This is an optimization exercise on Yosys and OpenROAD, whose aim is small area, not a production implementation. Function was checked by simulation only, so behaviour that the tests miss may differ from the original. Power figures rest on the tool's default switching activity, not on a simulated workload.

==> design/flow/design.v <==
package spiMemoryPkg;
    typedef logic [7:0] dataByte_t;
    typedef struct packed {
        logic [7-1:0] address;   
        logic                         readNotWrite;  
    } commandByte_t;
    typedef union packed {
        commandByte_t command;
        dataByte_t    data;
    } shiftWord_t;
    typedef enum logic [2:0] {
        idle, getCommand, decide, readLoad,
        readShift, writeReceive, writeStore, finish
    } controlState_t;
endpackage
`timescale 1ns/1ps
module inputConditioner (
    input  logic trigger,
    input  logic reset,
    input  logic resetValue,    
    input  logic pin,           
    output logic conditioned,   
    output logic risingEdge,    
    output logic fallingEdge    
);
    logic syncFirst;    
    logic syncSecond;   
    logic [1:0] counter;   
    always_ff @(posedge trigger) begin
        if (reset) begin
            syncFirst   <= resetValue;
            syncSecond  <= resetValue;
            conditioned <= resetValue;
            counter     <= 2'd0;
        end else begin
            syncFirst   <= pin;
            syncSecond  <= syncFirst;
            if (syncSecond == conditioned) begin
                counter <= 2'd0;   
            end else if (counter == 2'd2) begin
                conditioned <= syncSecond;   
                counter     <= 2'd3;
            end else begin
                counter <= (counter == 2'd3) ? 2'd1 : counter + 1'b1;
            end
        end
    end
    assign risingEdge  = (counter == 2'd3) &&  conditioned;
    assign fallingEdge = (counter == 2'd3) && !conditioned;
endmodule
`timescale 1ns/1ps
module spiControl (
    input  logic       trigger,
    input  logic       reset,
    input  logic       sclkRising,        
    input  logic       sclkFalling,
    input  logic       chipSelectLow,     
    input  logic       chipSelectRising,  
    input  logic       mosiLevel,         
    output logic       memWrite,
    output logic       inCommand,
    output logic       inReadShift,
    output logic       inWrite,           
    output logic [2:0] bitCount,          
    output logic       misoEnable         
);
    localparam logic [2:0] IDLE        = 3'b000;
    localparam logic [2:0] COMMAND     = 3'b001;
    localparam logic [2:0] READ_SHIFT  = 3'b011;
    localparam logic [2:0] WRITE_RECV  = 3'b101;
    localparam logic [2:0] WRITE_STORE = 3'b100;
    localparam logic [2:0] FINISH      = 3'b110;
    logic [2:0] state;
    logic [2:0] nextState;
    logic       byteDone;
    assign byteDone = sclkRising && (bitCount == 3'd7);
    always_comb begin
        nextState = state;
        if (chipSelectRising) begin
            nextState = IDLE;   
        end else begin
            case (state)
                IDLE:        if (chipSelectLow) nextState = COMMAND;
                COMMAND:     if (byteDone) nextState = mosiLevel ? READ_SHIFT : WRITE_RECV;
                READ_SHIFT:  if (byteDone) nextState = FINISH;
                WRITE_RECV:  if (byteDone) nextState = WRITE_STORE;
                WRITE_STORE: nextState = FINISH;
                FINISH:      nextState = FINISH;
                default:     nextState = IDLE;
            endcase
        end
    end
    assign inCommand   = (state == COMMAND);
    assign inReadShift = (state == READ_SHIFT);
    assign inWrite     = (state == WRITE_RECV) || (state == WRITE_STORE);
    assign memWrite    = (state == WRITE_STORE) && !chipSelectRising;
    always_ff @(posedge trigger) begin
        if (reset) begin
            state      <= IDLE;
            bitCount   <= '0;
            misoEnable <= 1'b0;
        end else begin
            state <= nextState;
            if (state == IDLE) begin
                bitCount <= '0;   
            end else if (sclkRising && (inCommand || inReadShift || (state == WRITE_RECV))) begin
                bitCount <= bitCount + 1'b1;   
            end
            misoEnable <= inReadShift && !chipSelectRising &&
                          (sclkFalling || (misoEnable && !byteDone));
        end
    end
endmodule
module spiMemory (
    input  logic trigger,
    input  logic reset,
    input  logic sclk,         
    input  logic chipSelect,   
    input  logic mosi,
    output logic miso,
    output logic misoEnable
);
    localparam int RING = 32;    
    logic sclkRising, sclkFalling;
    logic chipSelectLevel, chipSelectRising;
    logic mosiLevel;
    inputConditioner sclkCond_i (
        .trigger(trigger), .reset(reset), .resetValue(1'b0), .pin(sclk),
        .conditioned(), .risingEdge(sclkRising), .fallingEdge(sclkFalling)
    );
    inputConditioner chipSelectCond_i (
        .trigger(trigger), .reset(reset), .resetValue(1'b1), .pin(chipSelect),
        .conditioned(chipSelectLevel), .risingEdge(chipSelectRising), .fallingEdge()
    );
    inputConditioner mosiCond_i (
        .trigger(trigger), .reset(reset), .resetValue(1'b0), .pin(mosi),
        .conditioned(mosiLevel), .risingEdge(), .fallingEdge()
    );
    logic       inCommand, inReadShift, inWrite, memWrite, addressLatch;
    logic [2:0] bitCount;
    spiControl control_i (
        .trigger(trigger), .reset(reset), .sclkRising(sclkRising),
        .sclkFalling(sclkFalling), .chipSelectLow(!chipSelectLevel),
        .chipSelectRising(chipSelectRising), .mosiLevel(mosiLevel),
        .memWrite(memWrite), .inCommand(inCommand), .inReadShift(inReadShift),
        .inWrite(inWrite),
        .bitCount(bitCount), .misoEnable(misoEnable)
    );
    logic [5:0] shiftWord;
    always_ff @(posedge trigger) begin
        if (sclkRising) shiftWord <= {shiftWord[4:0], mosiLevel};
    end
    logic [6:0] address;
    assign addressLatch = inCommand && sclkRising && (bitCount == 3'd6);
    always_ff @(posedge trigger) begin
        if (addressLatch) address <= {shiftWord[5:0], mosiLevel};
    end
    logic [4:0] phase;
    always_ff @(posedge trigger) begin
        if (reset) phase <= '0;
        else       phase <= phase + 1'b1;
    end
    logic writing, clearing, busy;
    always_ff @(posedge trigger) begin
        if (reset) begin
            writing  <= 1'b0;
            clearing <= 1'b1;
        end else begin
            if (memWrite)          writing <= 1'b1;
            else if (addressLatch) writing <= 1'b0;
            if (addressLatch)      clearing <= 1'b0;
        end
    end
    assign busy = writing || clearing;
    logic       hit8, hit16, hit32;
    logic [1:0] octet;   
    assign hit8  = (phase[2:0] == ~address[2:0]);
    assign hit16 = hit8  && (phase[3] == ~address[3]);
    assign hit32 = hit16 && (phase[4] == ~address[4]);
    assign octet = address[4:3] + phase[4:3];
    logic [1023:0] mem;
    logic [3:0]    insert;   
    for (genvar r = 0; r < 4; r++) begin : g_insert
        assign insert[r] = clearing || (writing && hit32 && (address[6:5] == r));
    end
    for (genvar b = 0; b < 8; b++) begin : g_plane
        for (genvar r = 0; r < 4; r++) begin : g_ring
            localparam int BASE = (b*4 + r) * RING;
            always_ff @(posedge trigger) begin
                mem[BASE] <= insert[r] ? dataByte[b] : mem[BASE + RING - 1];
                for (int p = 1; p < RING; p++) mem[BASE + p] <= mem[BASE + p - 1];
            end
        end
    end
    logic [7:0] tapBit;
    logic [7:0] capture;
    for (genvar b = 0; b < 8; b++) begin : g_tap
        localparam int PLANE = b * 4 * RING;
        logic [15:0] taps;
        for (genvar r = 0; r < 4; r++) begin : g_r
            for (genvar m = 0; m < 4; m++) begin : g_m
                assign taps[r*4 + m] = mem[PLANE + r*RING + m*8 + 7];
            end
        end
        if (b >= 6) begin : g_t8
            assign tapBit[b]  = taps[{address[6:5], octet}];
            assign capture[b] = hit8;
        end else if (b >= 4) begin : g_t16
            assign tapBit[b]  = taps[{address[6:5], octet[1], 1'b1}];
            assign capture[b] = hit16;
        end else begin : g_t32
            assign tapBit[b]  = taps[{address[6:5], 2'b11}];
            assign capture[b] = hit32;
        end
    end
    logic [7:0] dataByte;
    always_ff @(posedge trigger) begin
        if (reset) begin
            dataByte <= '0;
        end else if (inWrite) begin
            if (sclkRising) dataByte <= {dataByte[6:0], mosiLevel};
        end else if (!busy) begin
            for (int b = 0; b < 8; b++) begin
                if (capture[b]) dataByte[b] <= tapBit[b];
            end
        end
    end
    always_ff @(posedge trigger) begin
        if (reset) begin
            miso <= 1'b0;
        end else if (inReadShift && sclkFalling) begin
            miso <= dataByte[~bitCount];
        end
    end
endmodule
==> design/flow/flow/run.sh <==
#!/bin/bash
# Standard layout, with our own clock tree synthesis arguments and
# a plain buffer on each port.
set -euo pipefail
export CTS_ARGS="-sink_clustering_enable -repair_clock_nets -dont_use_dummy_load -sink_clustering_size 20 -sink_clustering_max_diameter 50 -buf_list sky130_fd_sc_hd__clkbuf_8"
export BUFFER_PORTS_ARGS="-buffer_cell sky130_fd_sc_hd__buf_1"
bash standard.sh > standard.log 2>&1
==> design/flow/standard.sh <==
#!/bin/bash
# synth_recipe.tcl (not shown) runs the flow's synth.tcl, then flattens the netlist and writes it again
# the make line also repeats each setting of config.mk as NAME=value (left out here)
make -C /OpenROAD-flow-scripts/flow DESIGN_CONFIG=/design/flow/config.mk WORK_HOME=/design/flow/orfs CLKGATE_MAP_FILE= SYNTH_SCRIPT=/design/flow/synth_recipe.tcl "${@:-finish}"
==> design/flow/config.mk <==
export PLATFORM = sky130hd
export DESIGN_NAME = spiMemory
export DESIGN_NICKNAME = spiMemory
export VERILOG_FILES = /design/flow/design.v
export SDC_FILE = /design/flow/constraint.sdc
export NUM_CORES = 4
export LEC_CHECK = 0
export CAP_MARGIN = 20
export CORE_MARGIN = 2
export CORE_UTILIZATION = 60
export SLEW_MARGIN = 20
==> design/flow/constraint.sdc <==
create_clock -name core_clock -period 10.0 [get_ports {trigger}]
set_input_delay 2.0000 -clock core_clock [delete_from_list [all_inputs] [get_ports {trigger}]]
set_output_delay 2.0000 -clock core_clock [all_outputs]
set_load 0.01 [all_outputs]
==> run summary, run 1 <==
### Final layout
* **leading cell type in the layout, fill and taps excluded** dfxtp_1
* **commonest cells after routing, fill and taps aside** 1062 x dfxtp_1, 61 x clkbuf_8, 35 x mux2_2
* **final cell area excluding filler cells** 25000 um^2
* **Final Core Density** 0.646
* **layout net count** 1393
* **post-route insts no fill** 1892
* **area growth from synthesis to layout** 6.03%
* **share of final-layout standard cells stronger than drive strength 1** 0.0859

### Place
* **number of placed cells counting well taps** 1830
* **Detailed Place HPWL** 15600 um
* **Post-Place Cell Area** 24200 um^2
* **IO Port Bufs** 6
* **weighted congestion at the end of routability-driven global placement** 0.758

### Drt
* **number of remaining DRC errors** 0
* **post-DR vias/cell** 4.46
* **first-pass iteration count of the detailed router** 4
* **remaining antenna violation count after routing** 0
* **via count of the routed design** 8441
* **number of design-rule violations left by the first detailed-router iteration** 366
* **wire length reported by the detailed router** 26500 um
* **DR WL/cell** 14.0 um

### Logic synthesis
* **primary flip-flop cell chosen by synthesis mapping** dfxtp_1
* **Post-synth ARST share** 0
* **sequential element share of the synthesized area** 0.917
* **count of flip-flops with a built-in enable after synthesis** 13
* **cell area after technology mapping** 23600 um^2
* **flip-flop and latch count after synthesis** 1075
* **Synthesis Warnings** 3
* **Post-Synthesis Net Count** 1340
* **gate count of the mapped netlist** 1322
* **distinct cell type count after synthesis** 47
* **syn avg cell area** 17.9 um^2

### Status
* **status** no timing/DRC/antenna violations

### Timing
* **Fin Setup TNS** 0 ns
* **count of final max-slew check failures** 0
* **unrepaired setup endpoints after global routing** false
* **final hold vios** 0
* **crit share post-route** 0.317
* **worst-case hold slack** 0.266 ns
* **fmax** 316 MHz
* **time the final worst path needs with I/O delays and setup** 3.17 ns
* **final setup vio count** 0
* **transition time at the pin with the least slew margin** 1.09 ns
* **headroom to the max-slew limit** 0.268
* **setup skew after layout** 0.0542 ns

### Critical path
* **ordered cell list for the critical path** buf_1
* **total number of cells along the worst setup path** 1
* **worst reg-to-reg path cell count** 5
* **flop2flop setup slack** 7.47 ns
* **CP Launch Type** flop
* **critical path peak fanout** 2
* **Crit path buffers/inverters** 1
* **worst stage delay on the critical path** 0.35 ns
* **cell with the largest stage delay on the worst path** dfxtp_1
* **r2r startpoint** address[5]
* **CP delay by family, top** flip-flops
* **required time at the endpoint of the critical path** 8.00 ns
* **CP arrival** 1.17 ns
* **r2r endpoint** dataByte[6]
* **Worst Setup End Kind** primary output
* **category of the critical setup timing path** flop to primary output

### CTS
* **number of buffers on the longest clock path** 3
* **insertion delay of the later-clocked pin in the worst-skew pair** 0.67 ns
* **number of clock sinks seen by CTS** 1075
* **cells resized by post-CTS repair** 0
* **hold buffer count at cts** 0
* **TritonCTS clock tree** yes
* **H-tree levels** 2
* **post-CTS setup buffer count** 0
* **root buffer cell** clkbuf_8
* **Worst-path clk slew** 0.11 ns
* **total CTS buffers** 61

### Global route
* **pin count of the biggest net entering global routing** 31
* **global routing usage summed across all routing layers** 0.136
* **Congestion Overflow GR** 0
* **initial antenna violation count** 0
* **vias in the first global route** 8263
* **first-pass GRT wire length** 42900 um

### Power
* **share of total power consumed by net switching** 0.188
* **Peak VDD IR** 0.191 mV
* **power density cells** 238 nW/um^2
* **Comb pwr share** 0.001
* **net switching power** 1.12 mW
* **relative contribution of sequential cells to total power** 0.720
* **clock network power share** 0.278
* **internal portion of total power** 4.84 mW
* **leakage power** 9.84 nW

### Floorplan
* **horizontal extent of the die** 202 um
* **floorplan die height** 202 um
* **initial standard-cell utilization of the core** 0.610
* **CORE AREA** 38700 um^2
* **I/O pins** 7
* **number of placement rows** 72
* **die area** 41000 um^2

### Min path
* **Min-Delay Endpoint** mem[181]
* **class of the tightest hold or removal check** flop to flop
* **number of stages on the worst hold path** 0
* **worst min-delay path startpoint** mem[180]

### Run
* **Max-cap violations** 0

## sequential cells by signal, summed over array words and instances (netlist names), 3 cells and up
register / flops
phase: 5
dataByte: 8
control_i.bitCount: 3
control_i.state: 3
address: 7
mem: 1024
shiftWord: 6
## cell usage after synthesis (all sizes together), types with 2 or more instances
cell type,n,area (um^2)
nand2b,4,25.0
or2,3,18.8
a311oi,7,61.3
a211oi,5,37.5
and3,3,18.8
o21ai,4,20.0
a21o,5,37.5
inv,11,41.3
a31oi,2,12.5
clkbuf,5,18.8
nor3,2,10.0
nor2b,9,63.8
mux4,12,270
or3,2,17.5
buf,12,77.6
and2,2,12.5
a21oi,13,68.8
nor2,33,124
nand2,18,67.6
mux2i,12,120
ha,13,163
xor2,9,78.8
mux2,35,394
xnor2,3,26.3
or2b,2,15.0
dfxtp,1062,21300
edfxtp,13,390
nand3,6,30.0
a211o,3,26.3
## layout make-up
cell class / count / area [um^2]
antenna: 1 / 2.50
clock buffer: 61 / 840
fill: 2781 / 13700
inverter: 11 / 41.3
multi-input combinational: 219 / 1830
sequential: 1075 / 21700
tap: 518 / 648
timing repair buffer: 7 / 30.0
## per-stage QoR
| step | worst slack, ns | power [mW] |
|---|---|---|
| after CTS | 6.73 | 6.04 |
| after global placement | 7.16 | 4.40 |
| final | 6.83 | 5.96 |
| after floorplan | 7.38 | 4.39 |
| after detailed placement | 7.09 | 4.40 |
| after global routing | 6.72 | 6.20 |
## per-layer routing
| layer | part of all wire | wire length (um) | up-vias | track usage |
|---|---|---|---|---|
| met1 | 0.55 | 14500 | 4006 | 0.208 |
| li1 | - | - | 4271 | - |
| met5 | 0 | 0 | - | 0 |
| met2 | 0.38 | 10100 | 107 | 0.182 |
| met3 | 0.043 | 1150 | 57 | 0.0319 |
| met4 | 0.030 | 794 | 0 | 0.0597 |
## power by group through the flow
stage	Sequential, mW	Clock, mW	Combinational, mW
final	4.29	1.66	0.00885
after detailed placement	4.39	0	0.00887
after CTS	4.29	1.74	0.00895
after floorplan	4.39	0	0.00664
after global routing	4.29	1.90	0.0104
after global placement	4.39	0	0.00862
## worst max-delay path by stage
| stage | from | to | slack, ns |
|---|---|---|---|
| CTS | miso | miso | 6.73 |
| detailed placement | reset | control_i.state[2] | 7.09 |
| floorplan | reset | control_i.bitCount[0] | 7.38 |
| global route | miso | miso | 6.72 |
| finish | miso | miso | 6.83 |
| global placement | reset | control_i.state[2] | 7.16 |
## logic make-up (layout without fill, tap and decap cells)
logic type,count (synthesis),after routing,share of synthesized area
AO/OA/AOI/OAI,49,49,0.0153
other,0,1,0
adder cells (fa/ha/maj),13,13,0.00689
XOR/XNOR,12,12,0.00445
flip-flops,1075,1075,0.917
buffers and inverters,28,79,0.00583
AND/OR/NAND/NOR,86,86,0.0176
multiplexers,59,59,0.0332
==> run 2: changes to the inputs <==
==> design/flow/flow/run.sh (replaced) <==
#!/bin/bash
# Standard layout, with our own clock tree synthesis arguments and
# a plain buffer on each port.
set -euo pipefail
export CTS_ARGS="-sink_clustering_enable -repair_clock_nets -dont_use_dummy_load -sink_clustering_size 11 -sink_clustering_max_diameter 40 -buf_list {sky130_fd_sc_hd__clkbuf_4 sky130_fd_sc_hd__clkbuf_8}"
export BUFFER_PORTS_ARGS="-buffer_cell sky130_fd_sc_hd__buf_1"
bash standard.sh > standard.log 2>&1
==> run summary, run 2 <==
### Status
* **status** no timing/DRC/antenna violations, unchanged

### Logic synthesis
* **sequential element share of the synthesized area** 0.917, unchanged
* **syn avg cell area** 17.9 um^2, unchanged
* **adder-cell area share of the yosys netlist** 0.00689, unchanged
* **count of flip-flops with a built-in enable after synthesis** 13, unchanged
* **combinational family with the most area after synthesis** multiplexers, unchanged
* **cell area after technology mapping** 23600 um^2, unchanged
* **gate count of the mapped netlist** 1322, unchanged
* **flip-flop and latch count after synthesis** 1075, unchanged
* **cell with the most instances after synthesis** dfxtp_1, unchanged
* **Synthesis Warnings** 3, unchanged
* **area share of the leading cell type in the synthesized netlist** 0.900, unchanged
* **primary flip-flop cell chosen by synthesis mapping** dfxtp_1, unchanged
* **Post-synth ARST share** 0, unchanged
* **area fraction in compound gates after synthesis** 0.0153, unchanged
* **cell types with the highest counts after synthesis** 1062 x dfxtp_1, 35 x mux2_2, 33 x nor2_1, unchanged
* **distinct cell type count after synthesis** 47, unchanged
* **fraction of synthesized area in multiplexers** 0.0332, unchanged
* **area share of xor/xnor cells in the synthesized design** 0.00445, unchanged
* **library cell occupying the most area in the post-synthesis netlist** dfxtp_1, unchanged
* **simple-gate share of the synthesized area** 0.0176, unchanged
* **Post-Synthesis Net Count** 1340, unchanged
* **cells taking the most area after synthesis** dfxtp_1 90%, mux2_2 1.7%, edfxtp_1 1.7%, unchanged

### Global route
* **pin count of the biggest net entering global routing** 31, unchanged
* **initial antenna violation count** 1, was 0
* **first-pass GRT wire length** 44300 um, was 42900 um
* **Congestion Overflow GR** 0, unchanged
* **vias in the first global route** 8698, was 8263
* **global routing usage summed across all routing layers** 0.140, was 0.136

### Critical path
* **r2r endpoint** dataByte[6], unchanged
* **r2r startpoint** address[5], unchanged
* **Crit path buffers/inverters** 1, unchanged
* **critical path peak fanout** 2, unchanged
* **worst reg-to-reg path cell count** 5, unchanged
* **ordered cell list for the critical path** buf_1, unchanged
* **flop2flop setup slack** 7.49 ns, was 7.47 ns
* **worst stage delay on the critical path** 0.34 ns, was 0.35 ns
* **category of the critical setup timing path** flop to primary output, unchanged
* **CP Launch Type** flop, unchanged
* **cell with the largest stage delay on the worst path** dfxtp_1, unchanged
* **Worst Setup End Kind** primary output, unchanged
* **CP delay by family, top** flip-flops, unchanged
* **required time at the endpoint of the critical path** 8.00 ns, about the same
* **CP arrival** 1.14 ns, was 1.17 ns

### Power
* **Peak VDD IR** 0.164 mV, was 0.191 mV
* **post-layout power** 6.48 mW, was 5.96 mW
* **power density cells** 252 nW/um^2, was 238 nW/um^2
* **leakage power** 10.2 nW, was 9.84 nW

### Timing
* **final hold vios** 0, unchanged
* **Fin Setup TNS** 0 ns, unchanged
* **setup skew after layout** 0.0395 ns, was 0.0542 ns
* **fmax** 318 MHz, was 316 MHz
* **transition time at the pin with the least slew margin** 1.09 ns, about the same
* **headroom to the max-slew limit** 0.269, was 0.268
* **count of final max-slew check failures** 0, unchanged
* **crit share post-route** 0.314, was 0.317
* **time the final worst path needs with I/O delays and setup** 3.14 ns, was 3.17 ns
* **unrepaired setup endpoints after global routing** false, unchanged
* **final setup vio count** 0, unchanged

### CTS
* **root buffer cell** clkbuf_8, unchanged
* **H-tree levels** 3, was 2
* **hold buffer count at cts** 0, unchanged
* **TritonCTS clock tree** yes, unchanged
* **post-CTS setup buffer count** 0, unchanged
* **cells resized by post-CTS repair** 0, unchanged
* **insertion delay of the later-clocked pin in the worst-skew pair** 0.66 ns, was 0.67 ns
* **number of clock sinks seen by CTS** 1075, unchanged
* **total CTS buffers** 111, was 61
* **Worst-path clk slew** 0.07 ns, was 0.11 ns
* **number of buffers on the longest clock path** 3, unchanged

### Drt
* **wire length reported by the detailed router** 27000 um, was 26500 um
* **post-DR vias/cell** 4.49, was 4.46
* **DR WL/cell** 13.9 um, was 14.0 um
* **first-pass iteration count of the detailed router** 4, unchanged
* **via count of the routed design** 8724, was 8441
* **remaining antenna violation count after routing** 0, unchanged
* **number of design-rule violations left by the first detailed-router iteration** 330, was 366
* **number of remaining DRC errors** 0, unchanged

### Final layout
* **Final Core Density** 0.664, was 0.646
* **area growth from synthesis to layout** 8.95%, was 6.03%
* **commonest cells after routing, fill and taps aside** 1062 x dfxtp_1, 111 x clkbuf_8, 35 x mux2_2, was 1062 x dfxtp_1, 61 x clkbuf_8, 35 x mux2_2
* **leading cell type in the layout, fill and taps excluded** dfxtp_1, unchanged
* **flip-flop count of the largest register after layout** 1024, unchanged
* **share of final-layout standard cells stronger than drive strength 1** 0.118, was 0.0859
* **top flop regs** mem: 1024 flops, dataByte: 8 flops, address: 7 flops, unchanged
* **layout net count** 1443, was 1393
* **largest register by flop count** mem, unchanged

### Floorplan
* **number of placement rows** 72, unchanged
* **CORE AREA** 38700 um^2, unchanged
* **die area** 41000 um^2, unchanged
* **horizontal extent of the die** 202 um, unchanged
* **I/O pins** 7, unchanged
* **floorplan die height** 202 um, unchanged
* **initial standard-cell utilization of the core** 0.610, unchanged

### Place
* **Detailed Place HPWL** 15600 um, unchanged
* **weighted congestion at the end of routability-driven global placement** 0.758, unchanged
* **IO Port Bufs** 6, unchanged

### Min path
* **Min-Delay Endpoint** mem[181], unchanged
* **number of stages on the worst hold path** 0, unchanged
* **worst min-delay path startpoint** mem[180], unchanged
* **class of the tightest hold or removal check** flop to flop, unchanged

### Run
* **Max-cap violations** 0, unchanged

run 2: worst max-delay path by stage:
stage / start / to / slack, ns / cells after the start
finish: miso / miso / 6.86 / 1
global route: miso / miso / 6.75 / 1
CTS: miso / miso / 6.77 / 1
detailed placement: reset / control_i.state[2] / 7.09 / 4
floorplan: reset / control_i.bitCount[0] / 7.38 / 3
global placement: reset / control_i.state[2] / 7.16 / 4
run 2: kinds of logic (layout without fill, tap and decap cells):
logic type,after synthesis,after routing
compound gates,49,49
xor+xnor,12,12
fa+ha+maj,13,13
buf+inv,28,129
flops,1075,1075
mux,59,59
other cells,0,2
simple gates,86,86
run 2: final cells by class:
type                            count  area (um^2)
Antenna cell                        2         5.00
Sequential cell                  1075        21700
Multi-Input combinational cell    219         1830
Clock buffer                      111         1530
Fill cell                        2724        13000
Inverter                           11         41.3
Timing Repair Buffer                7         30.0
Tap cell                          518          648
run 2: where the power goes:
group	total [mW]	leakage, nW	internal, mW	switching, mW
combinational	0.00896	0.736	0.00388	0.00508
clock	2.18	0.798	0.982	1.20
sequential	4.29	8.67	4.29	0.00200
total	6.48	10.2	5.28	1.21
run 2: layer usage:
metal	track usage	vias to the layer above	wire length (um)
li1	-	4377	-
met1	0.207	4144	14300
met2	0.189	139	10600
met3	0.0445	64	1240
met4	0.0620	0	773
met5	0	-	0
run 2: stage by stage:
step | cell area, um^2 | hold WS, ns | std cells | setup slack [ns]
3_3_place_gp | 24200 | 0.310 | 1830 | 7.16
6_report | 25700 | 0.300 | 1943 | 6.86
3_5_place_dp | 24200 | 0.312 | 1830 | 7.09
5_1_grt | 25700 | 0.304 | 1941 | 6.75
2_1_floorplan | 23600 | 0.310 | 1322 | 7.38
4_1_cts | 25700 | 0.304 | 1941 | 6.77
==> run 3: changes to the inputs <==
==> design/flow/flow/run.sh (replaced) <==
#!/bin/bash
# Standard layout, with our own clock tree synthesis arguments and
# a plain buffer on each port.
set -euo pipefail
export CTS_ARGS="-sink_clustering_enable -repair_clock_nets -dont_use_dummy_load -sink_clustering_size 21 -sink_clustering_max_diameter 70 -buf_list sky130_fd_sc_hd__clkbuf_8"
export BUFFER_PORTS_ARGS="-buffer_cell sky130_fd_sc_hd__buf_1"
bash standard.sh > standard.log 2>&1
==> run summary, run 3 <==
### Status
* **status** no timing/DRC/antenna violations, unchanged

### Critical path
* **Worst Setup End Kind** primary output, unchanged
* **flop2flop setup slack** 7.47 ns, was 7.49 ns
* **worst reg-to-reg path cell count** 5, unchanged
* **critical path peak fanout** 2, unchanged
* **cell with the largest stage delay on the worst path** dfxtp_1, unchanged
* **CP Launch Type** flop, unchanged
* **ordered cell list for the critical path** buf_1, unchanged
* **worst stage delay on the critical path** 0.36 ns, was 0.34 ns
* **total number of cells along the worst setup path** 1, unchanged
* **category of the critical setup timing path** flop to primary output, unchanged
* **r2r endpoint** dataByte[6], unchanged
* **CP arrival** 1.20 ns, was 1.14 ns
* **required time at the endpoint of the critical path** 8.00 ns, about the same
* **Crit path buffers/inverters** 1, unchanged
* **CP delay by family, top** flip-flops, unchanged
* **r2r startpoint** address[5], unchanged

### Timing
* **fmax** 313 MHz, was 318 MHz
* **final hold vios** 0, unchanged
* **setup skew after layout** 0.0745 ns, was 0.0395 ns
* **count of final max-slew check failures** 0, unchanged
* **time the final worst path needs with I/O delays and setup** 3.20 ns, was 3.14 ns
* **worst-case hold slack** 0.327 ns, was 0.300 ns
* **Fin Setup TNS** 0 ns, unchanged
* **headroom to the max-slew limit** 0.275, was 0.269
* **crit share post-route** 0.320, was 0.314
* **final setup vio count** 0, unchanged
* **final setup slack of the worst path** 6.80 ns, was 6.86 ns
* **transition time at the pin with the least slew margin** 1.08 ns, was 1.09 ns
* **unrepaired setup endpoints after global routing** false, unchanged

### Logic synthesis
* **adder-cell area share of the yosys netlist** 0.00689, unchanged
* **distinct cell type count after synthesis** 47, unchanged
* **syn avg cell area** 17.9 um^2, unchanged
* **area share of the leading cell type in the synthesized netlist** 0.900, unchanged
* **cell area after technology mapping** 23600 um^2, unchanged
* **Synthesis Warnings** 3, unchanged
* **count of flip-flops with a built-in enable after synthesis** 13, unchanged
* **cell types with the highest counts after synthesis** 1062 x dfxtp_1, 35 x mux2_2, 33 x nor2_1, unchanged
* **sequential element share of the synthesized area** 0.917, unchanged
* **combinational family with the most area after synthesis** multiplexers, unchanged
* **gate count of the mapped netlist** 1322, unchanged
* **library cell occupying the most area in the post-synthesis netlist** dfxtp_1, unchanged
* **flip-flop and latch count after synthesis** 1075, unchanged
* **cells taking the most area after synthesis** dfxtp_1 90%, mux2_2 1.7%, edfxtp_1 1.7%, unchanged
* **fraction of synthesized area in multiplexers** 0.0332, unchanged
* **area share of xor/xnor cells in the synthesized design** 0.00445, unchanged
* **cell with the most instances after synthesis** dfxtp_1, unchanged
* **Post-synth ARST share** 0, unchanged
* **area fraction in compound gates after synthesis** 0.0153, unchanged
* **primary flip-flop cell chosen by synthesis mapping** dfxtp_1, unchanged
* **Post-Synthesis Net Count** 1340, unchanged
* **simple-gate share of the synthesized area** 0.0176, unchanged

### Floorplan
* **number of placement rows** 72, unchanged
* **die area** 41000 um^2, unchanged
* **CORE AREA** 38700 um^2, unchanged
* **initial standard-cell utilization of the core** 0.610, unchanged
* **floorplan die height** 202 um, unchanged
* **horizontal extent of the die** 202 um, unchanged
* **I/O pins** 7, unchanged

### Place
* **Post-Place Cell Area** 24200 um^2, unchanged
* **IO Port Bufs** 6, unchanged
* **worst setup timing slack at the placement stage** 7.09 ns, unchanged
* **number of placed cells counting well taps** 1830, unchanged
* **Detailed Place HPWL** 15600 um, unchanged
* **weighted congestion at the end of routability-driven global placement** 0.758, unchanged

### Final layout
* **layout net count** 1389, was 1443
* **final cell area excluding filler cells** 25000 um^2, was 25700 um^2
* **largest register by flop count** mem, unchanged
* **top flop regs** mem: 1024 flops, dataByte: 8 flops, address: 7 flops, unchanged
* **flip-flop count of the largest register after layout** 1024, unchanged
* **share of final-layout standard cells stronger than drive strength 1** 0.0833, was 0.118
* **area of all sequential standard cells** 21700 um^2, unchanged
* **total area of multi-input combinational cells** 1830 um^2, unchanged
* **Final Core Density** 0.645, was 0.664
* **count of filler cells inserted in the layout** 2789, was 2724
* **area growth from synthesis to layout** 5.80%, was 8.95%
* **commonest cells after routing, fill and taps aside** 1062 x dfxtp_1, 57 x clkbuf_8, 35 x mux2_2, was 1062 x dfxtp_1, 111 x clkbuf_8, 35 x mux2_2
* **post-route insts no fill** 1888, was 1943
* **leading cell type in the layout, fill and taps excluded** dfxtp_1, unchanged

### CTS
* **number of clock sinks seen by CTS** 1075, unchanged
* **Worst-path clk slew** 0.12 ns, was 0.07 ns
* **TritonCTS clock tree** yes, unchanged
* **H-tree levels** 2, was 3
* **hold buffer count at cts** 0, unchanged
* **cells resized by post-CTS repair** 0, unchanged
* **insertion delay of the later-clocked pin in the worst-skew pair** 0.67 ns, was 0.66 ns
* **root buffer cell** clkbuf_8, unchanged
* **total CTS buffers** 57, was 111
* **number of buffers on the longest clock path** 3, unchanged
* **post-CTS setup buffer count** 0, unchanged

### Global route
* **vias in the first global route** 8221, was 8698
* **first-pass GRT wire length** 42800 um, was 44300 um
* **global routing usage summed across all routing layers** 0.135, was 0.140
* **initial antenna violation count** 0, was 1
* **pin count of the biggest net entering global routing** 31, unchanged
* **Congestion Overflow GR** 0, unchanged

### Min path
* **Min-Delay Endpoint** mem[630], was mem[181]
* **number of stages on the worst hold path** 0, unchanged
* **worst min-delay path startpoint** mem[629], was mem[180]
* **class of the tightest hold or removal check** flop to flop, unchanged

### Drt
* **number of design-rule violations left by the first detailed-router iteration** 338, was 330
* **DR WL/cell** 14.0 um, was 13.9 um
* **post-DR vias/cell** 4.44, was 4.49
* **first-pass iteration count of the detailed router** 4, unchanged
* **via count of the routed design** 8387, was 8724
* **remaining antenna violation count after routing** 0, unchanged
* **wire length reported by the detailed router** 26400 um, was 27000 um
* **number of remaining DRC errors** 0, unchanged

### Power
* **power density cells** 237 nW/um^2, was 252 nW/um^2
* **Peak VDD IR** 0.176 mV, was 0.164 mV
* **leakage power** 9.81 nW, was 10.2 nW
* **post-layout power** 5.92 mW, was 6.48 mW

### Run
* **Max-cap violations** 0, unchanged

-- run 3: cell counts after synthesis --
Identical to the previous run, type by type.
-- run 3: layout make-up --
class                   instances  share of cell area
inverters                      11             0.00165
well taps                     518              0.0259
flip-flops and latches       1075               0.866
clock buffers                  57              0.0314
repair buffers                  7             0.00120
multi-input cells             219              0.0733
diodes                          1            0.000100
-- run 3: cell families after synthesis --
kind of cell	count (synthesis)
and+or+nand+nor	86
DFF	1075
buffers and inverters	28
AOI/OAI and AO/OA	49
adders and majority gates	13
xor gates and xnor gates	12
muxes	59
-- run 3: worst max-delay path by stage --
stage / from / endpoint / slack (ns)
after floorplan: reset / control_i.bitCount[0] / 7.38
after global placement: reset / control_i.state[2] / 7.16
after detailed placement: reset / control_i.state[2] / 7.09
after CTS: miso / miso / 6.72
after global routing: miso / miso / 6.70
final: miso / miso / 6.80
-- run 3: layer usage --
layer	vias to the layer above	share of wire	track usage
met2	99	0.38	0.183
met5	-	0	0
li1	4255	-	-
met1	3973	0.55	0.208
met4	0	0.029	0.0506
met3	60	0.042	0.0337
-- run 3: power by group --
part           switching (mW)  internal (mW)
sequential            0.00196           4.29
clock                    1.10          0.515
combinational         0.00499        0.00384
total                    1.11           4.81
==> run 4: changes to the inputs <==
--- a/design/flow/design.v
+++ b/design/flow/design.v
@@ -25,28 +25,28 @@
 );
     logic syncFirst;    
     logic syncSecond;   
-    logic [1:0] counter;   
+    logic [1:0] counter;
     always_ff @(posedge trigger) begin
         if (reset) begin
             syncFirst   <= resetValue;
             syncSecond  <= resetValue;
             conditioned <= resetValue;
-            counter     <= 2'd0;
+            counter     <= 2'b00;
         end else begin
             syncFirst   <= pin;
             syncSecond  <= syncFirst;
             if (syncSecond == conditioned) begin
-                counter <= 2'd0;   
-            end else if (counter == 2'd2) begin
+                counter <= 2'b00;   
+            end else if (counter == 2'b11) begin
                 conditioned <= syncSecond;   
-                counter     <= 2'd3;
+                counter     <= 2'b10;
             end else begin
-                counter <= (counter == 2'd3) ? 2'd1 : counter + 1'b1;
-            end
-        end
-    end
-    assign risingEdge  = (counter == 2'd3) &&  conditioned;
-    assign fallingEdge = (counter == 2'd3) && !conditioned;
+                counter <= {counter[0], 1'b1};
+            end
+        end
+    end
+    assign risingEdge  = (counter == 2'b10) &&  conditioned;
+    assign fallingEdge = (counter == 2'b10) && !conditioned;
 endmodule
 `timescale 1ns/1ps
 module spiControl (
==> design/flow/flow/run.sh (replaced) <==
#!/bin/bash
# Standard layout, with our own clock tree synthesis arguments and
# a plain buffer on each port.
set -euo pipefail
export CTS_ARGS="-sink_clustering_enable -repair_clock_nets -dont_use_dummy_load -sink_clustering_size 11 -sink_clustering_max_diameter 40 -buf_list sky130_fd_sc_hd__clkbuf_4"
export BUFFER_PORTS_ARGS="-buffer_cell sky130_fd_sc_hd__buf_1"
bash standard.sh > standard.log 2>&1
==> run summary, run 4 <==
### Status
* **status** no timing/DRC/antenna violations, unchanged

### Logic synthesis
* **count of flip-flops with a built-in enable after synthesis** 13, unchanged
* **area fraction in compound gates after synthesis** 0.0146, was 0.0153
* **library cell occupying the most area in the post-synthesis netlist** dfxtp_1, unchanged
* **cell area after technology mapping** 23500 um^2, was 23600 um^2
* **adder-cell area share of the yosys netlist** 0.00266, was 0.00689
* **flip-flop and latch count after synthesis** 1075, unchanged
* **Post-Synthesis Net Count** 1318, was 1340
* **primary flip-flop cell chosen by synthesis mapping** dfxtp_1, unchanged
* **combinational family with the most area after synthesis** multiplexers, unchanged
* **fraction of synthesized area in multiplexers** 0.0344, was 0.0332
* **cell types with the highest counts after synthesis** 1062 x dfxtp_1, 29 x mux2_2, 26 x nand2_1, was 1062 x dfxtp_1, 35 x mux2_2, 33 x nor2_1
* **area share of xor/xnor cells in the synthesized design** 0.00511, was 0.00445
* **Synthesis Warnings** 3, unchanged
* **cells taking the most area after synthesis** dfxtp_1 90%, edfxtp_1 1.7%, mux2_2 1.4%, was dfxtp_1 90%, mux2_2 1.7%, edfxtp_1 1.7%
* **sequential element share of the synthesized area** 0.920, was 0.917
* **syn avg cell area** 18.0 um^2, was 17.9 um^2
* **simple-gate share of the synthesized area** 0.0186, was 0.0176
* **gate count of the mapped netlist** 1308, was 1322
* **area share of the leading cell type in the synthesized netlist** 0.904, was 0.900
* **Post-synth ARST share** 0, unchanged
* **distinct cell type count after synthesis** 50, was 47
* **cell with the most instances after synthesis** dfxtp_1, unchanged

### Floorplan
* **CORE AREA** 38600 um^2, was 38700 um^2
* **I/O pins** 7, unchanged
* **number of placement rows** 72, unchanged
* **horizontal extent of the die** 202 um, about the same
* **floorplan die height** 202 um, about the same
* **die area** 40800 um^2, was 41000 um^2
* **initial standard-cell utilization of the core** 0.609, was 0.610

### Critical path
* **required time at the endpoint of the critical path** 8.00 ns, about the same
* **critical path peak fanout** 2, unchanged
* **CP Launch Type** flop, unchanged
* **CP arrival** 1.34 ns, was 1.20 ns
* **r2r endpoint** mem[32], was dataByte[6]
* **ordered cell list for the critical path** buf_1, unchanged
* **category of the critical setup timing path** flop to primary output, unchanged
* **Worst Setup End Kind** primary output, unchanged
* **r2r startpoint** address[3], was address[5]
* **Crit path buffers/inverters** 1, unchanged
* **worst stage delay on the critical path** 0.34 ns, was 0.36 ns
* **CP delay by family, top** flip-flops, unchanged
* **cell with the largest stage delay on the worst path** dfxtp_1, unchanged
* **worst reg-to-reg path cell count** 5, unchanged
* **flop2flop setup slack** 7.54 ns, was 7.47 ns

### Timing
* **fmax** 299 MHz, was 313 MHz
* **final hold vios** 0, unchanged
* **worst-case hold slack** 0.246 ns, was 0.327 ns
* **headroom to the max-slew limit** 0.370, was 0.275
* **final setup vio count** 0, unchanged
* **setup skew after layout** 0.0822 ns, was 0.0745 ns
* **transition time at the pin with the least slew margin** 0.945 ns, was 1.08 ns
* **time the final worst path needs with I/O delays and setup** 3.34 ns, was 3.20 ns
* **crit share post-route** 0.334, was 0.320
* **unrepaired setup endpoints after global routing** false, unchanged
* **Fin Setup TNS** 0 ns, unchanged
* **count of final max-slew check failures** 0, unchanged

### CTS
* **total CTS buffers** 112, was 57
* **post-CTS setup buffer count** 0, unchanged
* **Worst-path clk slew** 0.10 ns, was 0.12 ns
* **TritonCTS clock tree** yes, unchanged
* **hold buffer count at cts** 0, unchanged
* **H-tree levels** 3, was 2
* **number of buffers on the longest clock path** 3, unchanged
* **insertion delay of the later-clocked pin in the worst-skew pair** 0.81 ns, was 0.67 ns
* **number of clock sinks seen by CTS** 1075, unchanged
* **root buffer cell** clkbuf_4, was clkbuf_8
* **cells resized by post-CTS repair** 0, unchanged

### Drt
* **DR WL/cell** 13.8 um, was 14.0 um
* **wire length reported by the detailed router** 26700 um, was 26400 um
* **number of remaining DRC errors** 0, unchanged
* **remaining antenna violation count after routing** 0, unchanged
* **via count of the routed design** 8692, was 8387
* **number of design-rule violations left by the first detailed-router iteration** 279, was 338
* **first-pass iteration count of the detailed router** 5, was 4
* **post-DR vias/cell** 4.51, was 4.44

### Min path
* **worst min-delay path startpoint** mem[416], was mem[629]
* **number of stages on the worst hold path** 0, unchanged
* **class of the tightest hold or removal check** flop to flop, unchanged
* **Min-Delay Endpoint** mem[417], was mem[630]

### Final layout
* **share of final-layout standard cells stronger than drive strength 1** 0.119, was 0.0833
* **count of filler cells inserted in the layout** 2789, unchanged
* **top flop regs** mem: 1024 flops, dataByte: 8 flops, address: 7 flops, unchanged
* **commonest cells after routing, fill and taps aside** 1062 x dfxtp_1, 112 x clkbuf_4, 29 x mux2_2, was 1062 x dfxtp_1, 57 x clkbuf_8, 35 x mux2_2
* **post-route insts no fill** 1929, was 1888
* **area growth from synthesis to layout** 6.10%, was 5.80%
* **layout net count** 1422, was 1389
* **leading cell type in the layout, fill and taps excluded** dfxtp_1, unchanged
* **flip-flop count of the largest register after layout** 1024, unchanged
* **largest register by flop count** mem, unchanged

### Place
* **weighted congestion at the end of routability-driven global placement** 0.775, was 0.758
* **number of placed cells counting well taps** 1816, was 1830
* **Detailed Place HPWL** 15400 um, was 15600 um
* **IO Port Bufs** 6, unchanged

### Power
* **power density cells** 238 nW/um^2, was 237 nW/um^2
* **relative contribution of sequential cells to total power** 0.722, was 0.725
* **leakage power** 9.83 nW, was 9.81 nW
* **Comb pwr share** 0.001, about the same
* **net switching power** 1.13 mW, was 1.11 mW
* **Peak VDD IR** 0.145 mV, was 0.176 mV
* **share of total power consumed by net switching** 0.191, was 0.188
* **clock network power share** 0.276, was 0.274
* **internal portion of total power** 4.81 mW, about the same

### Global route
* **pin count of the biggest net entering global routing** 34, was 31
* **global routing usage summed across all routing layers** 0.139, was 0.135
* **Congestion Overflow GR** 0, unchanged
* **initial antenna violation count** 3, was 0
* **first-pass GRT wire length** 44000 um, was 42800 um
* **vias in the first global route** 8689, was 8221

### Run
* **Max-cap violations** 0, unchanged

[run 4: layout make-up]
| type | instances | area [um^2] | share of cell area |
|---|---|---|---|
| Sequential cell | 1075 | 21700 | 0.867 |
| Timing Repair Buffer | 8 | 37.5 | 0.00150 |
| Clock buffer | 112 | 841 | 0.0337 |
| Inverter | 3 | 11.3 | 0.000451 |
| Multi-Input combinational cell | 212 | 1770 | 0.0710 |
| Tap cell | 518 | 648 | 0.0260 |
| Antenna cell | 1 | 2.50 | 0.000100 |
[run 4: through the flow]
step | total power, mW | worst slack [ns] | utilization | area, um^2
finish | 5.94 | 6.66 | 0.646 | 25000
global route | 6.21 | 6.53 | 0.646 | 25000
CTS | 6.04 | 6.52 | 0.646 | 25000
detailed placement | 4.40 | 6.90 | 0.624 | 24100
global placement | 4.40 | 6.98 | 0.624 | 24100
floorplan | 4.39 | 7.39 | - | 23500
[run 4: layer usage]
layer  share of wire  up-vias  global-route usage
met5               0        -                   0
li1                -     4389                   -
met1            0.53     4107               0.208
met3           0.049       46              0.0426
met2            0.39      150               0.183
met4           0.022        0              0.0691
[run 4: cells by family (layout without fill, tap and decap cells)]
group	count (synthesis)	in the layout
compound gates	45	45
simple gates	91	91
flops	1075	1075
xor+xnor	12	12
mux	59	59
buf+inv	21	123
fa+ha+maj	5	5
other cells	0	1
[run 4: worst max-delay path by stage]
stage / start / endpoint / slack [ns] / cells past startpoint
6_report: miso / miso / 6.66 / 1
5_1_grt: miso / miso / 6.53 / 1
3_5_place_dp: reset / control_i.state[2] / 6.90 / 4
4_1_cts: miso / miso / 6.52 / 1
2_1_floorplan: reset / control_i.state[2] / 7.39 / 2
3_3_place_gp: reset / control_i.state[2] / 6.98 / 4
[run 4: power by group through the flow]
stage	Combinational (mW)	Clock, mW	Sequential [mW]
6_report	0.00877	1.64	4.29
5_1_grt	0.00978	1.91	4.29
4_1_cts	0.00893	1.74	4.29
3_5_place_dp	0.00890	0	4.39
3_3_place_gp	0.00862	0	4.39
2_1_floorplan	0.00637	0	4.39
==> run 5: changes to the inputs <==
==> design/flow/flow/run.sh (replaced) <==
#!/bin/bash
# Standard layout, with our own clock tree synthesis arguments and
# a plain buffer on each port.
set -euo pipefail
export CTS_ARGS="-sink_clustering_enable -repair_clock_nets -dont_use_dummy_load -sink_clustering_size 12 -sink_clustering_max_diameter 40 -buf_list sky130_fd_sc_hd__clkbuf_4"
export BUFFER_PORTS_ARGS="-buffer_cell sky130_fd_sc_hd__buf_1"
bash standard.sh > standard.log 2>&1
==> run summary, run 5 <==
### Power
* **clock network power share** 0.273, was 0.276
* **net switching power** 1.13 mW, about the same
* **relative contribution of sequential cells to total power** 0.725, was 0.722
* **post-layout power** 5.91 mW, was 5.94 mW
* **Peak VDD IR** 0.159 mV, was 0.145 mV
* **Comb pwr share** 0.001, about the same
* **share of total power consumed by net switching** 0.192, was 0.191
* **power density cells** 237 nW/um^2, was 238 nW/um^2
* **internal portion of total power** 4.78 mW, was 4.81 mW
* **leakage power** 9.80 nW, was 9.83 nW

### Final layout
* **area of all sequential standard cells** 21700 um^2, unchanged
* **layout net count** 1416, was 1422
* **area growth from synthesis to layout** 5.93%, was 6.10%
* **commonest cells after routing, fill and taps aside** 1062 x dfxtp_1, 106 x clkbuf_4, 29 x mux2_2, was 1062 x dfxtp_1, 112 x clkbuf_4, 29 x mux2_2
* **flip-flop count of the largest register after layout** 1024, unchanged
* **largest register by flop count** mem, unchanged
* **total area of multi-input combinational cells** 1770 um^2, unchanged
* **leading cell type in the layout, fill and taps excluded** dfxtp_1, unchanged
* **share of final-layout standard cells stronger than drive strength 1** 0.115, was 0.119
* **count of filler cells inserted in the layout** 2784, was 2789
* **top flop regs** mem: 1024 flops, dataByte: 8 flops, address: 7 flops, unchanged

### Timing
* **count of final max-slew check failures** 0, unchanged
* **final hold vios** 0, unchanged
* **fmax** 300 MHz, was 299 MHz
* **final setup vio count** 0, unchanged
* **final setup slack of the worst path** 6.67 ns, was 6.66 ns
* **unrepaired setup endpoints after global routing** false, unchanged
* **headroom to the max-slew limit** 0.362, was 0.370
* **setup skew after layout** 0.0526 ns, was 0.0822 ns
* **time the final worst path needs with I/O delays and setup** 3.33 ns, was 3.34 ns
* **Fin Setup TNS** 0 ns, unchanged
* **crit share post-route** 0.333, was 0.334
* **transition time at the pin with the least slew margin** 0.958 ns, was 0.945 ns

### Place
* **weighted congestion at the end of routability-driven global placement** 0.775, unchanged
* **Detailed Place HPWL** 15400 um, unchanged
* **IO Port Bufs** 6, unchanged
* **worst setup timing slack at the placement stage** 6.90 ns, unchanged

### CTS
* **post-CTS setup buffer count** 0, unchanged
* **root buffer cell** clkbuf_4, unchanged
* **number of buffers on the longest clock path** 3, unchanged
* **hold buffer count at cts** 0, unchanged
* **Worst-path clk slew** 0.11 ns, was 0.10 ns
* **H-tree levels** 3, unchanged
* **total CTS buffers** 106, was 112
* **TritonCTS clock tree** yes, unchanged
* **number of clock sinks seen by CTS** 1075, unchanged
* **insertion delay of the later-clocked pin in the worst-skew pair** 0.82 ns, was 0.81 ns
* **cells resized by post-CTS repair** 0, unchanged

### Floorplan
* **I/O pins** 7, unchanged
* **initial standard-cell utilization of the core** 0.609, unchanged
* **horizontal extent of the die** 202 um, unchanged
* **die area** 40800 um^2, unchanged
* **floorplan die height** 202 um, unchanged
* **number of placement rows** 72, unchanged
* **CORE AREA** 38600 um^2, unchanged

### Logic synthesis
* **simple-gate share of the synthesized area** 0.0186, unchanged
* **area fraction in compound gates after synthesis** 0.0146, unchanged
* **gate count of the mapped netlist** 1308, unchanged
* **combinational family with the most area after synthesis** multiplexers, unchanged
* **sequential element share of the synthesized area** 0.920, unchanged
* **flip-flop and latch count after synthesis** 1075, unchanged
* **cell types with the highest counts after synthesis** 1062 x dfxtp_1, 29 x mux2_2, 26 x nand2_1, unchanged
* **cell area after technology mapping** 23500 um^2, unchanged
* **cells taking the most area after synthesis** dfxtp_1 90%, edfxtp_1 1.7%, mux2_2 1.4%, unchanged
* **primary flip-flop cell chosen by synthesis mapping** dfxtp_1, unchanged
* **Synthesis Warnings** 3, unchanged
* **Post-Synthesis Net Count** 1318, unchanged
* **area share of the leading cell type in the synthesized netlist** 0.904, unchanged
* **count of flip-flops with a built-in enable after synthesis** 13, unchanged
* **Post-synth ARST share** 0, unchanged
* **fraction of synthesized area in multiplexers** 0.0344, unchanged
* **distinct cell type count after synthesis** 50, unchanged
* **adder-cell area share of the yosys netlist** 0.00266, unchanged
* **cell with the most instances after synthesis** dfxtp_1, unchanged
* **syn avg cell area** 18.0 um^2, unchanged
* **area share of xor/xnor cells in the synthesized design** 0.00511, unchanged
* **library cell occupying the most area in the post-synthesis netlist** dfxtp_1, unchanged

### Critical path
* **CP arrival** 1.33 ns, was 1.34 ns
* **CP delay by family, top** flip-flops, unchanged
* **required time at the endpoint of the critical path** 8.00 ns, about the same
* **CP Launch Type** flop, unchanged
* **Crit path buffers/inverters** 1, unchanged
* **ordered cell list for the critical path** buf_1, unchanged
* **worst stage delay on the critical path** 0.34 ns, about the same
* **Worst Setup End Kind** primary output, unchanged
* **critical path peak fanout** 2, unchanged
* **cell with the largest stage delay on the worst path** dfxtp_1, unchanged
* **category of the critical setup timing path** flop to primary output, unchanged

### Status
* **status** no timing/DRC/antenna violations, unchanged

### Drt
* **number of design-rule violations left by the first detailed-router iteration** 331, was 279
* **DR WL/cell** 13.9 um, was 13.8 um
* **remaining antenna violation count after routing** 0, unchanged
* **post-DR vias/cell** 4.47, was 4.51
* **number of remaining DRC errors** 0, unchanged
* **via count of the routed design** 8614, was 8692
* **first-pass iteration count of the detailed router** 4, was 5
* **wire length reported by the detailed router** 26700 um, about the same

### Global route
* **initial antenna violation count** 5, was 3
* **global routing usage summed across all routing layers** 0.139, about the same
* **pin count of the biggest net entering global routing** 34, unchanged
* **first-pass GRT wire length** 43900 um, was 44000 um
* **vias in the first global route** 8584, was 8689
* **Congestion Overflow GR** 0, unchanged

### Min path
* **class of the tightest hold or removal check** flop to flop, unchanged

### Run
* **Max-cap violations** 0, unchanged

==> run 5: worst reg2reg max path, stage by stage (launching register included) <==
cell and delay (ns):
edfxtp_1 1.00, inv_2 0.18, mux4_2 0.48, a32o_1 0.27, a2111oi_1 0.38
==> run 5: power by group through the flow <==
stage / clock [mW] / combinational, mW / sequential (mW)
floorplan: 0 / 0.00637 / 4.39
global placement: 0 / 0.00862 / 4.39
detailed placement: 0 / 0.00890 / 4.39
CTS: 1.71 / 0.00893 / 4.29
global route: 1.87 / 0.00978 / 4.29
finish: 1.62 / 0.00877 / 4.29
==> run 5: stage by stage <==
step	instance area (um^2)	std cells	utilization	hold WS, ns
final	24900	1925	0.645	0.286
after global routing	24900	1924	0.645	0.287
after CTS	24900	1922	0.645	0.288
after detailed placement	24100	1816	0.624	0.312
after global placement	24100	1816	0.624	0.310
after floorplan	23500	1308	-	0.310
==> run 5: logic make-up (layout without fill, tap and decap cells) <==
group,count (synthesis),in the layout
adders and majority gates,5,5
other,0,3
muxes,59,59
buffers and inverters,21,117
DFF,1075,1075
AOI/OAI and AO/OA,45,45
xor gates and xnor gates,12,12
and+or+nand+nor,91,91
==> run 5: layer usage <==
| metal | wire length, um | part of all wire | vias to the layer above | global-route usage |
|---|---|---|---|---|
| li1 | - | - | 4381 | - |
| met1 | 14400 | 0.54 | 4055 | 0.210 |
| met2 | 10400 | 0.39 | 123 | 0.181 |
| met3 | 1220 | 0.046 | 55 | 0.0432 |
| met4 | 657 | 0.025 | 0 | 0.0654 |
| met5 | 0 | 0 | - | 0 |
==> run 5: final timing paths <==
check	from	depth (start not counted)	slack [ns]	endpoint
hold / removal	mem[364]	0	0.29	mem[365]
setup / recovery	miso	1	6.67	miso
setup reg to reg	address[5]	4	7.58	dataByte[6]
hold reg to reg	mem[364]	0	0.29	mem[365]
==> run 5: final cells by class <==
| type | instances | share of cell area |
|---|---|---|
| multi-input cells | 212 | 0.0711 |
| flip-flops and latches | 1075 | 0.869 |
| well taps | 518 | 0.0260 |
| diodes | 3 | 0.000301 |
| repair buffers | 8 | 0.00151 |
| inverters | 3 | 0.000452 |
| clock buffers | 106 | 0.0319 |
==> run 6: changes to the inputs <==
==> design/flow/flow/run.sh (replaced) <==
#!/bin/bash
# Standard layout, with our own clock tree synthesis arguments and
# a plain buffer on each port.
set -euo pipefail
export CTS_ARGS="-sink_clustering_enable -repair_clock_nets -dont_use_dummy_load -sink_clustering_size 12 -sink_clustering_max_diameter 60 -buf_list sky130_fd_sc_hd__clkbuf_4"
export BUFFER_PORTS_ARGS="-buffer_cell sky130_fd_sc_hd__buf_1"
bash standard.sh > standard.log 2>&1
--- a/design/flow/config.mk
+++ b/design/flow/config.mk
@@ -7,5 +7,5 @@
 export LEC_CHECK = 0
 export CAP_MARGIN = 20
 export CORE_MARGIN = 2
-export CORE_UTILIZATION = 60
+export CORE_UTILIZATION = 80
 export SLEW_MARGIN = 20
==> run summary, run 6 <==
### Logic synthesis
* **cell types with the highest counts after synthesis** 1062 x dfxtp_1, 29 x mux2_2, 26 x nand2_1, unchanged
* **count of flip-flops with a built-in enable after synthesis** 13, unchanged
* **primary flip-flop cell chosen by synthesis mapping** dfxtp_1, unchanged
* **area share of the leading cell type in the synthesized netlist** 0.904, unchanged
* **flip-flop and latch count after synthesis** 1075, unchanged
* **Post-Synthesis Net Count** 1318, unchanged
* **sequential element share of the synthesized area** 0.920, unchanged
* **gate count of the mapped netlist** 1308, unchanged
* **Synthesis Warnings** 3, unchanged
* **cell area after technology mapping** 23500 um^2, unchanged
* **Post-synth ARST share** 0, unchanged
* **cell with the most instances after synthesis** dfxtp_1, unchanged
* **syn avg cell area** 18.0 um^2, unchanged
* **library cell occupying the most area in the post-synthesis netlist** dfxtp_1, unchanged
* **distinct cell type count after synthesis** 50, unchanged
* **cells taking the most area after synthesis** dfxtp_1 90%, edfxtp_1 1.7%, mux2_2 1.4%, unchanged

### Floorplan
* **number of placement rows** 62, was 72
* **horizontal extent of the die** 175 um, was 202 um
* **I/O pins** 7, unchanged
* **floorplan die height** 175 um, was 202 um
* **initial standard-cell utilization of the core** 0.815, was 0.609

### Status
* **status** did not finish, was no timing/DRC/antenna violations
* **last stage the flow got to** detailed placement
* **Err** [ERROR DPL-0033] detailed placement checks failed during check placement.

### Place
* **weighted congestion at the end of routability-driven global placement** 0.789, was 0.775
* **Detailed Place HPWL** 22800 um, was 15400 um
* **IO Port Bufs** 6, unchanged

==> run 6: how the worst max path moves through the flow <==
stage / start / endpoint / slack, ns
2_1_floorplan: reset / control_i.state[2] / 7.39
3_3_place_gp: reset / control_i.state[2] / 6.99
==> run 6: stage by stage <==
| stage | instances | instance area [um^2] | hold WS [ns] | power [mW] |
|---|---|---|---|---|
| 2_1_floorplan | 1308 | 23500 | 0.310 | 4.39 |
| 3_3_place_gp | 1682 | 24000 | 0.310 | 4.40 |
==> run 6: kinds of logic after synthesis <==
family	share of synthesized area
flops	0.920
simple gates	0.0186
mux	0.0344
compound gates	0.0146
buf+inv	0.00441
xor+xnor	0.00511
fa+ha+maj	0.00266
==> run 6: power by group through the flow <==
stage	clock network, mW	registers (mW)	logic (mW)
2_1_floorplan	0	4.39	0.00637
3_3_place_gp	0	4.39	0.00845
==> run 7: changes to the inputs <==
==> design/flow/flow/run.sh (replaced) <==
#!/bin/bash
# Standard layout, with our own clock tree synthesis arguments and
# a plain buffer on each port.
set -euo pipefail
export CTS_ARGS="-sink_clustering_enable -repair_clock_nets -dont_use_dummy_load -sink_clustering_size 21 -sink_clustering_max_diameter 70 -buf_list sky130_fd_sc_hd__clkbuf_8"
export BUFFER_PORTS_ARGS="-buffer_cell sky130_fd_sc_hd__buf_1"
bash standard.sh > standard.log 2>&1
--- a/design/flow/config.mk
+++ b/design/flow/config.mk
@@ -7,5 +7,5 @@
 export LEC_CHECK = 0
 export CAP_MARGIN = 20
 export CORE_MARGIN = 2
-export CORE_UTILIZATION = 80
+export CORE_UTILIZATION = 60
 export SLEW_MARGIN = 20
==> run summary, run 7 <==
### Status
* **status** no timing/DRC/antenna violations, was did not finish

### Drt
* **number of remaining DRC errors** 0
* **post-DR vias/cell** 4.45
* **number of design-rule violations left by the first detailed-router iteration** 352
* **remaining antenna violation count after routing** 0
* **first-pass iteration count of the detailed router** 4
* **wire length reported by the detailed router** 26500 um
* **via count of the routed design** 8333
* **DR WL/cell** 14.1 um

### Final layout
* **leading cell type in the layout, fill and taps excluded** dfxtp_1
* **count of filler cells inserted in the layout** 2724
* **top flop regs** mem: 1024 flops, dataByte: 8 flops, address: 7 flops
* **post-route insts no fill** 1874
* **flip-flop count of the largest register after layout** 1024
* **total area of multi-input combinational cells** 1770 um^2
* **Final Core Density** 0.644
* **area growth from synthesis to layout** 5.87%
* **share of final-layout standard cells stronger than drive strength 1** 0.0834
* **area of all sequential standard cells** 21700 um^2
* **largest register by flop count** mem
* **commonest cells after routing, fill and taps aside** 1062 x dfxtp_1, 57 x clkbuf_8, 29 x mux2_2
* **layout net count** 1367

### CTS
* **hold buffer count at cts** 0
* **Worst-path clk slew** 0.12 ns
* **post-CTS setup buffer count** 0
* **TritonCTS clock tree** yes
* **number of clock sinks seen by CTS** 1075
* **total CTS buffers** 57
* **root buffer cell** clkbuf_8
* **H-tree levels** 2
* **number of buffers on the longest clock path** 3
* **cells resized by post-CTS repair** 0
* **insertion delay of the later-clocked pin in the worst-skew pair** 0.66 ns

### Floorplan
* **I/O pins** 7, unchanged
* **CORE AREA** 38600 um^2
* **horizontal extent of the die** 202 um, was 175 um
* **number of placement rows** 72, was 62
* **floorplan die height** 202 um, was 175 um
* **initial standard-cell utilization of the core** 0.609, was 0.815
* **die area** 40800 um^2

### Timing
* **time the final worst path needs with I/O delays and setup** 3.23 ns
* **crit share post-route** 0.323
* **transition time at the pin with the least slew margin** 0.952 ns
* **unrepaired setup endpoints after global routing** false
* **Fin Setup TNS** 0 ns
* **final setup vio count** 0
* **count of final max-slew check failures** 0
* **setup skew after layout** 0.0575 ns
* **fmax** 309 MHz
* **final hold vios** 0
* **headroom to the max-slew limit** 0.366

### Critical path
* **Worst Setup End Kind** primary output
* **critical path peak fanout** 2
* **CP delay by family, top** flip-flops
* **required time at the endpoint of the critical path** 8.00 ns
* **ordered cell list for the critical path** buf_1
* **CP Launch Type** flop
* **r2r startpoint** address[3]
* **category of the critical setup timing path** flop to primary output
* **worst stage delay on the critical path** 0.36 ns
* **worst reg-to-reg path cell count** 5
* **Crit path buffers/inverters** 1
* **flop2flop setup slack** 7.56 ns
* **CP arrival** 1.23 ns
* **r2r endpoint** mem[928]
* **cell with the largest stage delay on the worst path** dfxtp_1

### Global route
* **initial antenna violation count** 4
* **global routing usage summed across all routing layers** 0.136
* **pin count of the biggest net entering global routing** 34
* **Congestion Overflow GR** 0
* **vias in the first global route** 8161
* **first-pass GRT wire length** 42900 um

### Logic synthesis
* **library cell occupying the most area in the post-synthesis netlist** dfxtp_1, unchanged
* **cell with the most instances after synthesis** dfxtp_1, unchanged
* **Post-Synthesis Net Count** 1318, unchanged
* **area share of the leading cell type in the synthesized netlist** 0.904, unchanged
* **gate count of the mapped netlist** 1308, unchanged
* **cell types with the highest counts after synthesis** 1062 x dfxtp_1, 29 x mux2_2, 26 x nand2_1, unchanged
* **cells taking the most area after synthesis** dfxtp_1 90%, edfxtp_1 1.7%, mux2_2 1.4%, unchanged
* **adder-cell area share of the yosys netlist** 0.00266, unchanged
* **flip-flop and latch count after synthesis** 1075, unchanged
* **Post-synth ARST share** 0, unchanged
* **fraction of synthesized area in multiplexers** 0.0344, unchanged
* **cell area after technology mapping** 23500 um^2, unchanged
* **area fraction in compound gates after synthesis** 0.0146, unchanged
* **area share of xor/xnor cells in the synthesized design** 0.00511, unchanged
* **count of flip-flops with a built-in enable after synthesis** 13, unchanged
* **primary flip-flop cell chosen by synthesis mapping** dfxtp_1, unchanged
* **syn avg cell area** 18.0 um^2, unchanged
* **simple-gate share of the synthesized area** 0.0186, unchanged
* **sequential element share of the synthesized area** 0.920, unchanged
* **combinational family with the most area after synthesis** multiplexers, unchanged
* **distinct cell type count after synthesis** 50, unchanged
* **Synthesis Warnings** 3, unchanged

### Power
* **Comb pwr share** 0.001
* **share of total power consumed by net switching** 0.188
* **net switching power** 1.11 mW
* **relative contribution of sequential cells to total power** 0.725
* **leakage power** 9.73 nW
* **post-layout power** 5.92 mW
* **internal portion of total power** 4.81 mW
* **power density cells** 238 nW/um^2
* **Peak VDD IR** 0.164 mV
* **clock network power share** 0.274

### Place
* **weighted congestion at the end of routability-driven global placement** 0.775, was 0.789
* **IO Port Bufs** 6, unchanged
* **number of placed cells counting well taps** 1816
* **Detailed Place HPWL** 15400 um, was 22800 um

### Min path
* **Min-Delay Endpoint** mem[365]
* **worst min-delay path startpoint** mem[364]
* **number of stages on the worst hold path** 0
* **class of the tightest hold or removal check** flop to flop

### Run
* **Max-cap violations** 0

[run 7: cell counts after synthesis]
No cell type changed its count.
[run 7: cells by family (layout without fill, tap and decap cells)]
logic type | Yosys count | count (layout)
fa+ha+maj | 5 | 5
xor+xnor | 12 | 12
flops | 1075 | 1075
simple gates | 91 | 91
buf+inv | 21 | 68
compound gates | 45 | 45
other cells | 0 | 1
mux | 59 | 59
[run 7: cell type report]
| type | instances | area share |
|---|---|---|
| diodes | 1 | 0.000100 |
| clock buffers | 57 | 0.0315 |
| inverters | 3 | 0.000452 |
| multi-input cells | 212 | 0.0712 |
| flip-flops and latches | 1075 | 0.869 |
| well taps | 518 | 0.0260 |
| repair buffers | 8 | 0.00151 |
[run 7: through the flow]
stage | setup WS [ns] | instance area, um^2 | hold WS (ns)
floorplan | 7.39 | 23500 | 0.310
global placement | 6.98 | 24100 | 0.310
detailed placement | 6.90 | 24100 | 0.312
CTS | 6.67 | 24900 | 0.258
global route | 6.67 | 24900 | 0.249
finish | 6.77 | 24900 | 0.259
[run 7: worst max-delay path by stage]
stage,slack [ns],to,depth (start not counted),start
after global placement,6.98,control_i.state[2],4,reset
after floorplan,7.39,control_i.state[2],2,reset
after detailed placement,6.90,control_i.state[2],4,reset
after CTS,6.67,miso,1,miso
after global routing,6.67,miso,1,miso
final,6.77,miso,1,miso
[run 7: power by group through the flow]
stage | Combinational (mW) | Clock (mW) | Sequential (mW)
2_1_floorplan | 0.00637 | 0 | 4.39
3_3_place_gp | 0.00862 | 0 | 4.39
3_5_place_dp | 0.00890 | 0 | 4.39
4_1_cts | 0.00893 | 1.70 | 4.29
5_1_grt | 0.00978 | 1.85 | 4.29
6_report | 0.00881 | 1.62 | 4.29
[run 7: metal layers]
| layer | vias up | routed length (um) | track usage |
|---|---|---|---|
| li1 | 4222 | - | - |
| met1 | 3952 | 14600 | 0.213 |
| met2 | 98 | 10000 | 0.178 |
| met3 | 61 | 1110 | 0.0371 |
| met4 | 0 | 688 | 0.0496 |
| met5 | - | 0 | 0 |

static timing again, ports no longer ideal:
The results above use ideal ports. As a check the final layouts listed here were re-extracted and re-timed, cells and wires unchanged. Step 1 assumes that a clkbuf_16 drives the clock port and a buf_2 every other input. Step 2 also shifts input and output timing later by t, the mid clock arrival at the registers, as if the neighbouring blocks saw the same clock. a / b / c = ideal / step 1 / step 2; a / b = the first two.
| run | shift t [ns] | setup slack, ns | worst register clock-pin slew, ns | cell pins on the clock port's net |
|---|---|---|---|---|
| run 1 | 0.693 | 6.832 / 6.781 / 7.096 | 0.11 / 0.11 | 1 |
| run 2 | 0.686 | 6.856 / 6.806 / 7.078 | 0.07 / 0.07 | 1 |
| run 3 | 0.686 | 6.801 / 6.751 / 7.130 | 0.12 / 0.12 | 1 |
| run 4 | 0.818 | 6.661 / 6.611 / 6.884 | 0.11 / 0.11 | 1 |
| run 5 | 0.839 | 6.668 / 6.618 / 6.916 | 0.11 / 0.11 | 1 |
| run 7 | 0.690 | 6.766 / 6.715 / 6.924 | 0.12 / 0.12 | 1 |
After both steps every run listed still meets setup and hold.
